Context: an optimization exercise on an open-source flow, tuned for small area. The choices shown serve that exercise and are no tape-out recipe. Function was checked by simulation only, so behaviour that the tests miss may differ from the original.

==> inputs of v3 <==
Design scancode_key_decoder_fifo_top, start of the top module:
module scancode_key_decoder_fifo_top (
    input  wire logic            clk,
    input  wire logic            rst_n,
    input  wire logic            cmd_valid,
    output logic                 cmd_stall,
    input  wire logic [10:0]     cmd_in,
    output logic                 evt_valid,
    input  wire logic            evt_stall,
    output logic [25:0]          evt_out
);
    localparam int DEPTH = skfd_pkg::FIFO_DEPTH;
    logic [1:0] mode;
    logic [7:0] b;
    logic       en;
    assign mode = cmd_in[10:9];
    assign b    = cmd_in[8:1];
    assign en   = cmd_in[0];
    logic       prefix_reg, shift_reg, caps_reg, saved_reg;
    logic [5:0] count_reg;
    logic       out_valid_reg, skid_valid_reg;
    logic       out_req_reg;
    logic [6:0] out_key;
    logic [2:0] skid_op;
    logic [6:0] q [DEPTH];
    logic accept, take, exec;
    assign cmd_stall = skid_valid_reg;
    assign accept    = cmd_valid && !skid_valid_reg;
    assign take      = out_valid_reg && !evt_stall;
    assign exec      = skid_valid_reg ? take : (accept && (take || !out_valid_reg));
    logic       is_scan, is_ext, is_arrow, in_table, snap_key;
    logic       fresh_push, fresh_snap;
    logic [2:0] fresh_op;
    logic [6:0] fresh_key;
    logic       prefix_next, shift_next, caps_next;
    assign is_scan  = (mode == skfd_pkg::MODE_SCAN);
    assign is_ext   = (b == skfd_pkg::SC_EXT);
    assign is_arrow = (b == skfd_pkg::SC_UP) || (b == skfd_pkg::SC_DOWN) ||
                      (b == skfd_pkg::SC_LEFT) || (b == skfd_pkg::SC_RIGHT);
    assign in_table = !b[7] && !b[6] &&
                      (caps_reg ? skfd_pkg::IN_CAPS[b[5:0]] : skfd_pkg::IN_LOWER[b[5:0]]);
    assign snap_key = (b == skfd_pkg::SC_TAB) && shift_reg && en;
    assign fresh_push = is_scan && (prefix_reg ? is_arrow : (in_table && !snap_key));
  ...
==> module scancode_key_decoder_fifo_top, before the edit <==
module scancode_key_decoder_fifo_top (
    input  wire logic            clk,
    input  wire logic            rst_n,
    input  wire logic            cmd_valid,
    output logic                 cmd_stall,
    input  wire logic [10:0]     cmd_in,
    output logic                 evt_valid,
    input  wire logic            evt_stall,
    output logic [25:0]          evt_out
);
    localparam int DEPTH = skfd_pkg::FIFO_DEPTH;
    logic [1:0] mode;
    logic [7:0] b;
    logic       en;
    assign mode = cmd_in[10:9];
    assign b    = cmd_in[8:1];
    assign en   = cmd_in[0];
    logic       prefix_reg, shift_reg, caps_reg, saved_reg;
    logic [5:0] count_reg;
    logic       out_valid_reg, skid_valid_reg;
    logic       out_req_reg;
    logic [6:0] out_key;
    logic [2:0] skid_op;
    logic [6:0] q [DEPTH];
    logic accept, take, exec;
    assign cmd_stall = skid_valid_reg;
    assign accept    = cmd_valid && !skid_valid_reg;
    assign take      = out_valid_reg && !evt_stall;
    assign exec      = skid_valid_reg ? take : (accept && (take || !out_valid_reg));
    logic       is_scan, is_ext, is_arrow, in_table, snap_key;
    logic       fresh_push, fresh_snap;
    logic [2:0] fresh_op;
    logic [6:0] fresh_key;
    logic       prefix_next, shift_next, caps_next;
    assign is_scan  = (mode == skfd_pkg::MODE_SCAN);
    assign is_ext   = (b == skfd_pkg::SC_EXT);
    assign is_arrow = (b == skfd_pkg::SC_UP) || (b == skfd_pkg::SC_DOWN) ||
                      (b == skfd_pkg::SC_LEFT) || (b == skfd_pkg::SC_RIGHT);
    assign in_table = !b[7] && !b[6] &&
                      (caps_reg ? skfd_pkg::IN_CAPS[b[5:0]] : skfd_pkg::IN_LOWER[b[5:0]]);
    assign snap_key = (b == skfd_pkg::SC_TAB) && shift_reg && en;
    assign fresh_push = is_scan && (prefix_reg ? is_arrow : (in_table && !snap_key));
    assign fresh_snap = is_scan && !prefix_reg && snap_key;
    assign fresh_key  = prefix_reg ? {5'b11111, b[4] | b[1], b[0]}
                                   : {caps_reg && skfd_pkg::IS_LETTER[b[5:0]], b[5:0]};
    always_comb
    begin
        case (mode)
            skfd_pkg::MODE_SCAN:  fresh_op = fresh_push ? skfd_pkg::OP_PUSH :
                                             fresh_snap ? skfd_pkg::OP_SNAP : skfd_pkg::OP_NONE;
            skfd_pkg::MODE_POP:   fresh_op = skfd_pkg::OP_POP;
            skfd_pkg::MODE_CLEAR: fresh_op = skfd_pkg::OP_CLEAR;
            default:              fresh_op = skfd_pkg::OP_FCLR;
        endcase
    end
    always_comb
    begin
        prefix_next = prefix_reg;
        shift_next  = shift_reg;
        caps_next   = caps_reg;
        if (is_scan)
        begin
            prefix_next = is_ext;
            if (!is_ext && !prefix_reg)
            begin
                if (b == skfd_pkg::SC_LSHIFT || b == skfd_pkg::SC_RSHIFT)
                    shift_next = 1'b1;
                if (b == skfd_pkg::SC_LSHIFT_BR || b == skfd_pkg::SC_RSHIFT_BR)
                    shift_next = 1'b0;
                if (b == skfd_pkg::SC_CAPS)
                    caps_next = !caps_reg;
            end
        end
    end
    always_ff @(posedge clk or negedge rst_n)
    begin
        if (!rst_n)
        begin
            prefix_reg <= 1'b0;
            shift_reg  <= 1'b0;
            caps_reg   <= 1'b0;
        end
        else if (accept)
        begin
            prefix_reg <= prefix_next;
            shift_reg  <= shift_next;
            caps_reg   <= caps_next;
        end
    end
    logic [2:0] op;
    logic       is_key, is_pop, is_clr, is_snap, is_fclr;
    logic       full, nonempty, push;
    assign op       = skid_valid_reg ? skid_op : fresh_op;
    assign is_key   = (op == skfd_pkg::OP_PUSH);
    assign is_pop   = (op == skfd_pkg::OP_POP);
    assign is_clr   = (op == skfd_pkg::OP_CLEAR);
    assign is_snap  = (op == skfd_pkg::OP_SNAP);
    assign is_fclr  = (op == skfd_pkg::OP_FCLR);
    assign full     = count_reg[5];
    assign nonempty = (count_reg != 6'd0);
    assign push     = accept && fresh_push;
    always_ff @(posedge clk or negedge rst_n)
    begin
        if (!rst_n)
        begin
            count_reg <= '0;
            saved_reg <= 1'b0;
        end
        else if (exec)
        begin
            if (is_key && !full)
                count_reg <= count_reg + 6'd1;
            else if (is_pop && nonempty)
                count_reg <= count_reg - 6'd1;
            else if (is_clr)
                count_reg <= '0;
            if (is_snap)
                saved_reg <= 1'b1;
            else if (is_fclr)
                saved_reg <= 1'b0;
        end
    end
    always_ff @(posedge clk)
    begin
        if (push)
        begin
            q[0] <= fresh_key;
            for (int i = 1; i < DEPTH; i++)
                q[i] <= q[i-1];
        end
    end
    always_ff @(posedge clk or negedge rst_n)
    begin
        if (!rst_n)
        begin
            out_valid_reg  <= 1'b0;
            skid_valid_reg <= 1'b0;
        end
        else
        begin
            if (take || !out_valid_reg)
                out_valid_reg <= skid_valid_reg || accept;
            if (take)
                skid_valid_reg <= 1'b0;
            else if (out_valid_reg && accept)
                skid_valid_reg <= 1'b1;
        end
    end
    logic [6:0] qr [DEPTH];
    logic [6:0] head;
    for (genvar j = 0; j < DEPTH; j++)
    begin : g_qr
        assign qr[j] = q[(j + DEPTH - 1) % DEPTH];
    end
    assign head = qr[count_reg[4:0]];
    always_ff @(posedge clk)
    begin
        if (!skid_valid_reg)
            skid_op <= fresh_op;
        if (take || !out_valid_reg)
        begin
            out_req_reg <= is_snap;
            out_key     <= (is_pop && nonempty) ? head : skfd_pkg::KEY_NONE;
        end
    end
    logic [7:0] key_char, key_scan;
    assign key_char = skfd_pkg::code_char(out_key);
    assign key_scan = skfd_pkg::code_scan(out_key);
    assign evt_valid = out_valid_reg;
    logic key_valid;
    assign key_valid = (out_key != skfd_pkg::KEY_NONE);
    assign evt_out   = {key_valid, key_char, key_scan, key_valid,
                        count_reg, saved_reg, out_req_reg};
endmodule
export LEC_CHECK = 0
export ABC_AREA = 1
export CAP_MARGIN = 20
export CORE_MARGIN = 2
export CORE_UTILIZATION = 60
export CTS_BUF_LIST = sky130_fd_sc_hd__clkbuf_4 sky130_fd_sc_hd__clkbuf_8
export GPL_TIMING_DRIVEN = 0
export SLEW_MARGIN = 20
create_clock -name core_clock -period 4.0 [get_ports {clk}]
standard.sh (not shown) runs the stock make flow with config.mk's settings and CLKGATE_MAP_FILE= SYNTH_SCRIPT=/design/flow/synth_recipe.tcl, a recipe that flattens the netlist after the stock synthesis.
==> flow/flow/run.sh <==
#!/bin/bash
# Own layout flow: the standard flow (standard.sh, all ORFS steps unchanged) with
#  - synthesis as synth_recipe.tcl makes it, except that ABC maps the logic with an
#    area-oriented script (flow/heavy.abc) in place of ORFS's abc_area.script;
#  - a clock tree of clkbuf_4/clkbuf_8 without dummy loads;
#  - buf_1 cells as the port buffers.
# Each tool's full output: ORFS's logs under orfs/logs, make's output in flow_make.log.
set -euo pipefail
W=$(pwd)
F=$W/flow

cat > "$W/own_synth.tcl" <<TCL
# synth_recipe.tcl with ABC's script replaced
proc abc {args} {
  set i [lsearch -exact \$args -script]
  if { \$i >= 0 } { lset args [expr { \$i + 1 }] {$F/heavy.abc} }
  yosys abc {*}\$args
}
source {$W/synth_recipe.tcl}
TCL

cat > "$W/own_config.mk" <<MK
include $W/config.mk
export CTS_ARGS = -sink_clustering_enable -repair_clock_nets -buf_list {sky130_fd_sc_hd__clkbuf_4 sky130_fd_sc_hd__clkbuf_8} -dont_use_dummy_load -sink_clustering_size 16 -sink_clustering_max_diameter 70
export BUFFER_PORTS_ARGS = -buffer_cell sky130_fd_sc_hd__buf_1
MK

bash "$W/standard.sh" DESIGN_CONFIG="$W/own_config.mk" SYNTH_SCRIPT="$W/own_synth.tcl" finish > "$W/flow_make.log" 2>&1
==> flow/flow/heavy.abc <==
strash
dch -f
map -a
strash
dch -f
map -a
strash
dch -f
map -a
strash
dch -f
map -a
strash
dch -f
map -a
topo
==> v6 (differences from v3) <==
--- a/flow/design.v
+++ b/flow/design.v
@@ -153,15 +153,16 @@
         upper_char = ch;
     endfunction
-    localparam logic [6:0] KEY_NONE = 7'h00;
+    localparam logic [6:0] OP_NONE  = 7'h00;
+    localparam logic [6:0] OP_POP   = 7'h3C;
+    localparam logic [6:0] OP_CLEAR = 7'h3D;
+    localparam logic [6:0] OP_SNAP  = 7'h3E;
+    localparam logic [6:0] OP_FCLR  = 7'h3F;
     localparam logic [6:0] KC_UP    = 7'h7C;
-    localparam logic [6:0] KC_DOWN  = 7'h7E;
-    localparam logic [6:0] KC_LEFT  = 7'h7F;
-    localparam logic [6:0] KC_RIGHT = 7'h7D;
-    localparam logic [2:0] OP_NONE  = 3'd0;
-    localparam logic [2:0] OP_PUSH  = 3'd1;
-    localparam logic [2:0] OP_POP   = 3'd2;
-    localparam logic [2:0] OP_CLEAR = 3'd3;
-    localparam logic [2:0] OP_SNAP  = 3'd4;
-    localparam logic [2:0] OP_FCLR  = 3'd5;
+    localparam logic [6:0] KC_DOWN  = 7'h7D;
+    localparam logic [6:0] KC_LEFT  = 7'h7E;
+    localparam logic [6:0] KC_RIGHT = 7'h7F;
+    function automatic logic is_key_code(input logic [6:0] c);
+        is_key_code = (c != OP_NONE) && (c[6] || c[5:2] != 4'b1111);
+    endfunction
     localparam logic [511:0] LOWER_TAB = 512'h00000000000020002A002F2E2C6D6E627663787A5C0060273B6C6B6A686766647361000A5D5B706F697579747265777109083D2D303938373635343332311B00;
     localparam logic [63:0] IN_LOWER  = 64'h02BFFBFFDFFFFFFE;
@@ -171,12 +172,5 @@
         logic [7:0] ch;
         if (c[6] && c[5:2] == 4'b1111)
-        begin
-            case (c[1:0])
-                2'b00:   ch = TOK_UP;
-                2'b10:   ch = TOK_DOWN;
-                2'b11:   ch = TOK_LEFT;
-                default: ch = TOK_RIGHT;
-            endcase
-        end
+            ch = {6'b111100, c[1:0]} + 8'd1;
         else
         begin
@@ -223,5 +217,5 @@
     logic       out_req_reg;
     logic [6:0] out_key;
-    logic [2:0] skid_op;
+    logic [6:0] skid_op;
     logic [6:0] q [DEPTH];
     logic accept, take, exec;
@@ -230,30 +224,6 @@
     assign take      = out_valid_reg && !evt_stall;
     assign exec      = skid_valid_reg ? take : (accept && (take || !out_valid_reg));
-    logic       is_scan, is_ext, is_arrow, in_table, snap_key;
-    logic       fresh_push, fresh_snap;
-    logic [2:0] fresh_op;
-    logic [6:0] fresh_key;
+    logic [6:0] fresh_op;
     logic       prefix_next, shift_next, caps_next;
-    assign is_scan  = (mode == skfd_pkg::MODE_SCAN);
-    assign is_ext   = (b == skfd_pkg::SC_EXT);
-    assign is_arrow = (b == skfd_pkg::SC_UP) || (b == skfd_pkg::SC_DOWN) ||
-                      (b == skfd_pkg::SC_LEFT) || (b == skfd_pkg::SC_RIGHT);
-    assign in_table = !b[7] && !b[6] &&
-                      (caps_reg ? skfd_pkg::IN_CAPS[b[5:0]] : skfd_pkg::IN_LOWER[b[5:0]]);
-    assign snap_key = (b == skfd_pkg::SC_TAB) && shift_reg && en;
-    assign fresh_push = is_scan && (prefix_reg ? is_arrow : (in_table && !snap_key));
-    assign fresh_snap = is_scan && !prefix_reg && snap_key;
-    assign fresh_key  = prefix_reg ? {5'b11111, b[4] | b[1], b[0]}
-                                   : {caps_reg && skfd_pkg::IS_LETTER[b[5:0]], b[5:0]};
-    always_comb
-    begin
-        case (mode)
-            skfd_pkg::MODE_SCAN:  fresh_op = fresh_push ? skfd_pkg::OP_PUSH :
-                                             fresh_snap ? skfd_pkg::OP_SNAP : skfd_pkg::OP_NONE;
-            skfd_pkg::MODE_POP:   fresh_op = skfd_pkg::OP_POP;
-            skfd_pkg::MODE_CLEAR: fresh_op = skfd_pkg::OP_CLEAR;
-            default:              fresh_op = skfd_pkg::OP_FCLR;
-        endcase
-    end
     always_comb
     begin
@@ -261,17 +231,39 @@
         shift_next  = shift_reg;
         caps_next   = caps_reg;
-        if (is_scan)
-        begin
-            prefix_next = is_ext;
-            if (!is_ext && !prefix_reg)
+        fresh_op    = skfd_pkg::OP_NONE;
+        case (mode)
+            skfd_pkg::MODE_SCAN:
             begin
-                if (b == skfd_pkg::SC_LSHIFT || b == skfd_pkg::SC_RSHIFT)
+                if (b == skfd_pkg::SC_EXT)
+                    prefix_next = 1'b1;
+                else if (prefix_reg)
+                begin
+                    prefix_next = 1'b0;
+                    case (b)
+                        skfd_pkg::SC_UP:    fresh_op = skfd_pkg::KC_UP;
+                        skfd_pkg::SC_DOWN:  fresh_op = skfd_pkg::KC_DOWN;
+                        skfd_pkg::SC_LEFT:  fresh_op = skfd_pkg::KC_LEFT;
+                        skfd_pkg::SC_RIGHT: fresh_op = skfd_pkg::KC_RIGHT;
+                        default:            fresh_op = skfd_pkg::OP_NONE;
+                    endcase
+                end
+                else if (b == skfd_pkg::SC_LSHIFT || b == skfd_pkg::SC_RSHIFT)
                     shift_next = 1'b1;
-                if (b == skfd_pkg::SC_LSHIFT_BR || b == skfd_pkg::SC_RSHIFT_BR)
+                else if (b == skfd_pkg::SC_LSHIFT_BR || b == skfd_pkg::SC_RSHIFT_BR)
                     shift_next = 1'b0;
-                if (b == skfd_pkg::SC_CAPS)
+                else if (b == skfd_pkg::SC_CAPS)
                     caps_next = !caps_reg;
+                else if (b == skfd_pkg::SC_TAB && shift_reg && en)
+                    fresh_op = skfd_pkg::OP_SNAP;
+                else if (!b[7])
+                begin
+                    if (!b[6] && (caps_reg ? skfd_pkg::IN_CAPS[b[5:0]] : skfd_pkg::IN_LOWER[b[5:0]]))
+                        fresh_op = {caps_reg && skfd_pkg::IS_LETTER[b[5:0]], b[5:0]};
+                end
             end
-        end
+            skfd_pkg::MODE_POP:   fresh_op = skfd_pkg::OP_POP;
+            skfd_pkg::MODE_CLEAR: fresh_op = skfd_pkg::OP_CLEAR;
+            default:              fresh_op = skfd_pkg::OP_FCLR;
+        endcase
     end
     always_ff @(posedge clk or negedge rst_n)
@@ -290,9 +282,9 @@
         end
     end
-    logic [2:0] op;
+    logic [6:0] op;
     logic       is_key, is_pop, is_clr, is_snap, is_fclr;
     logic       full, nonempty, push;
     assign op       = skid_valid_reg ? skid_op : fresh_op;
-    assign is_key   = (op == skfd_pkg::OP_PUSH);
+    assign is_key   = skfd_pkg::is_key_code(op);
     assign is_pop   = (op == skfd_pkg::OP_POP);
     assign is_clr   = (op == skfd_pkg::OP_CLEAR);
@@ -301,5 +293,5 @@
     assign full     = count_reg[5];
     assign nonempty = (count_reg != 6'd0);
-    assign push     = accept && fresh_push;
+    assign push     = exec && is_key;
     always_ff @(posedge clk or negedge rst_n)
     begin
@@ -327,5 +319,5 @@
         if (push)
         begin
-            q[0] <= fresh_key;
+            q[0] <= op;
             for (int i = 1; i < DEPTH; i++)
                 q[i] <= q[i-1];
@@ -363,5 +355,5 @@
         begin
             out_req_reg <= is_snap;
-            out_key     <= (is_pop && nonempty) ? head : skfd_pkg::KEY_NONE;
+            out_key     <= (is_pop && nonempty) ? head : skfd_pkg::OP_NONE;
         end
     end
@@ -371,5 +363,5 @@
     assign evt_valid = out_valid_reg;
     logic key_valid;
-    assign key_valid = (out_key != skfd_pkg::KEY_NONE);
+    assign key_valid = (out_key != skfd_pkg::OP_NONE);
     assign evt_out   = {key_valid, key_char, key_scan, key_valid,
                         count_reg, saved_reg, out_req_reg};
==> flow/run.sh (new file) <==
#!/bin/bash
# synth_recipe.tcl (not shown) runs the flow's synth.tcl, then flattens the netlist and writes it again
# the make line also repeats each setting of config.mk as NAME=value (left out here)
make -C /OpenROAD-flow-scripts/flow DESIGN_CONFIG=/design/flow/config.mk WORK_HOME=/design/flow/orfs CLKGATE_MAP_FILE= SYNTH_SCRIPT=/design/flow/synth_recipe.tcl finish
removed: flow/flow/run.sh
removed: flow/flow/heavy.abc
removed: flow/standard.sh
==> out/results.ini <==
[yosys]
synthSimpleGateAreaFrac=0.195
synth_seq_cells=251

[final_layout]
ff_latch_area_um2=7410
inv_count=88
layoutNonFillerInstCount=1343

[hold_path]
worstHoldPathType=reg -> reg

[placed_design]
place_inst=1264

[floorplan]
core_area_um2=18100

[outcome]
status=finished clean

[grt]
antenna_found_initial=1

the above is filed under v6

==> out/results.ini <==
[outcome]
status=finished clean

[final_layout]
ff_latch_area_um2=7330
largest_reg_flops=224
layoutNonFillerInstCount=1066
inv_count=68

[yosys]
synthSimpleGateAreaFrac=0.0996
syn_inst=779
synth_seq_cells=247

[hold_path]
worstHoldPathType=in -> async

[placed_design]
place_inst=1043

[grt]
antenna_found_initial=0
grt_pass1_wl_mm=38.6
grt_use_met2=0.449

[floorplan]
core_area_um2=16600

[setup_path]
path_delay_family=simple AND/OR/NAND/NOR gates
critical_path.slowest_cell=nor2_1
crit_path_cell_trace=clkinv_1, ha_1, clkinv_1, nor2_1, clkinv_1, nor2_1, a22oi_1, nand4_1, a221oi_1, nand4_1, a21oi_1, a41oi_1

[timing]
layout_setup_ws_ns=0.177

[power]
power.leakage_uw=0.00351

the above is filed under v3

static timing again, ports no longer ideal:
No port has a modelled driver above. Below, the same layouts with a new extraction and two added sets of constraints. Step 1: set_driving_cell puts a clkbuf_16 on clk and a buf_2 on each other input, an assumption about the parent block. Step 2, shift: input delay + t, output delay - t, t = (earliest + latest rising clock arrival at the registers) / 2. This alone moves slack from input paths to output paths. Three values: ideal, step 1, step 2; two values: the first two.
run | t (ns) | setup WS [ns] | hold slack, ns | worst register clock-pin slew, ns | cell pins on the clock port's net
v3 | 0.555 | 0.177 / 0.177 / -0.206 | 0.278 / 0.263 / 0.429 | 0.11 / 0.11 | 1
v6 | 0.578 | 0.196 / 0.152 / -0.284 | 0.444 / 0.444 / 0.444 | 0.07 / 0.07 | 1
Met with ideal ports but missed after step 2: setup timing in v3 and v6. For v6, which loses most, drivers alone change the setup slack by -0.044 ns; drivers and shift together by -0.480 ns.
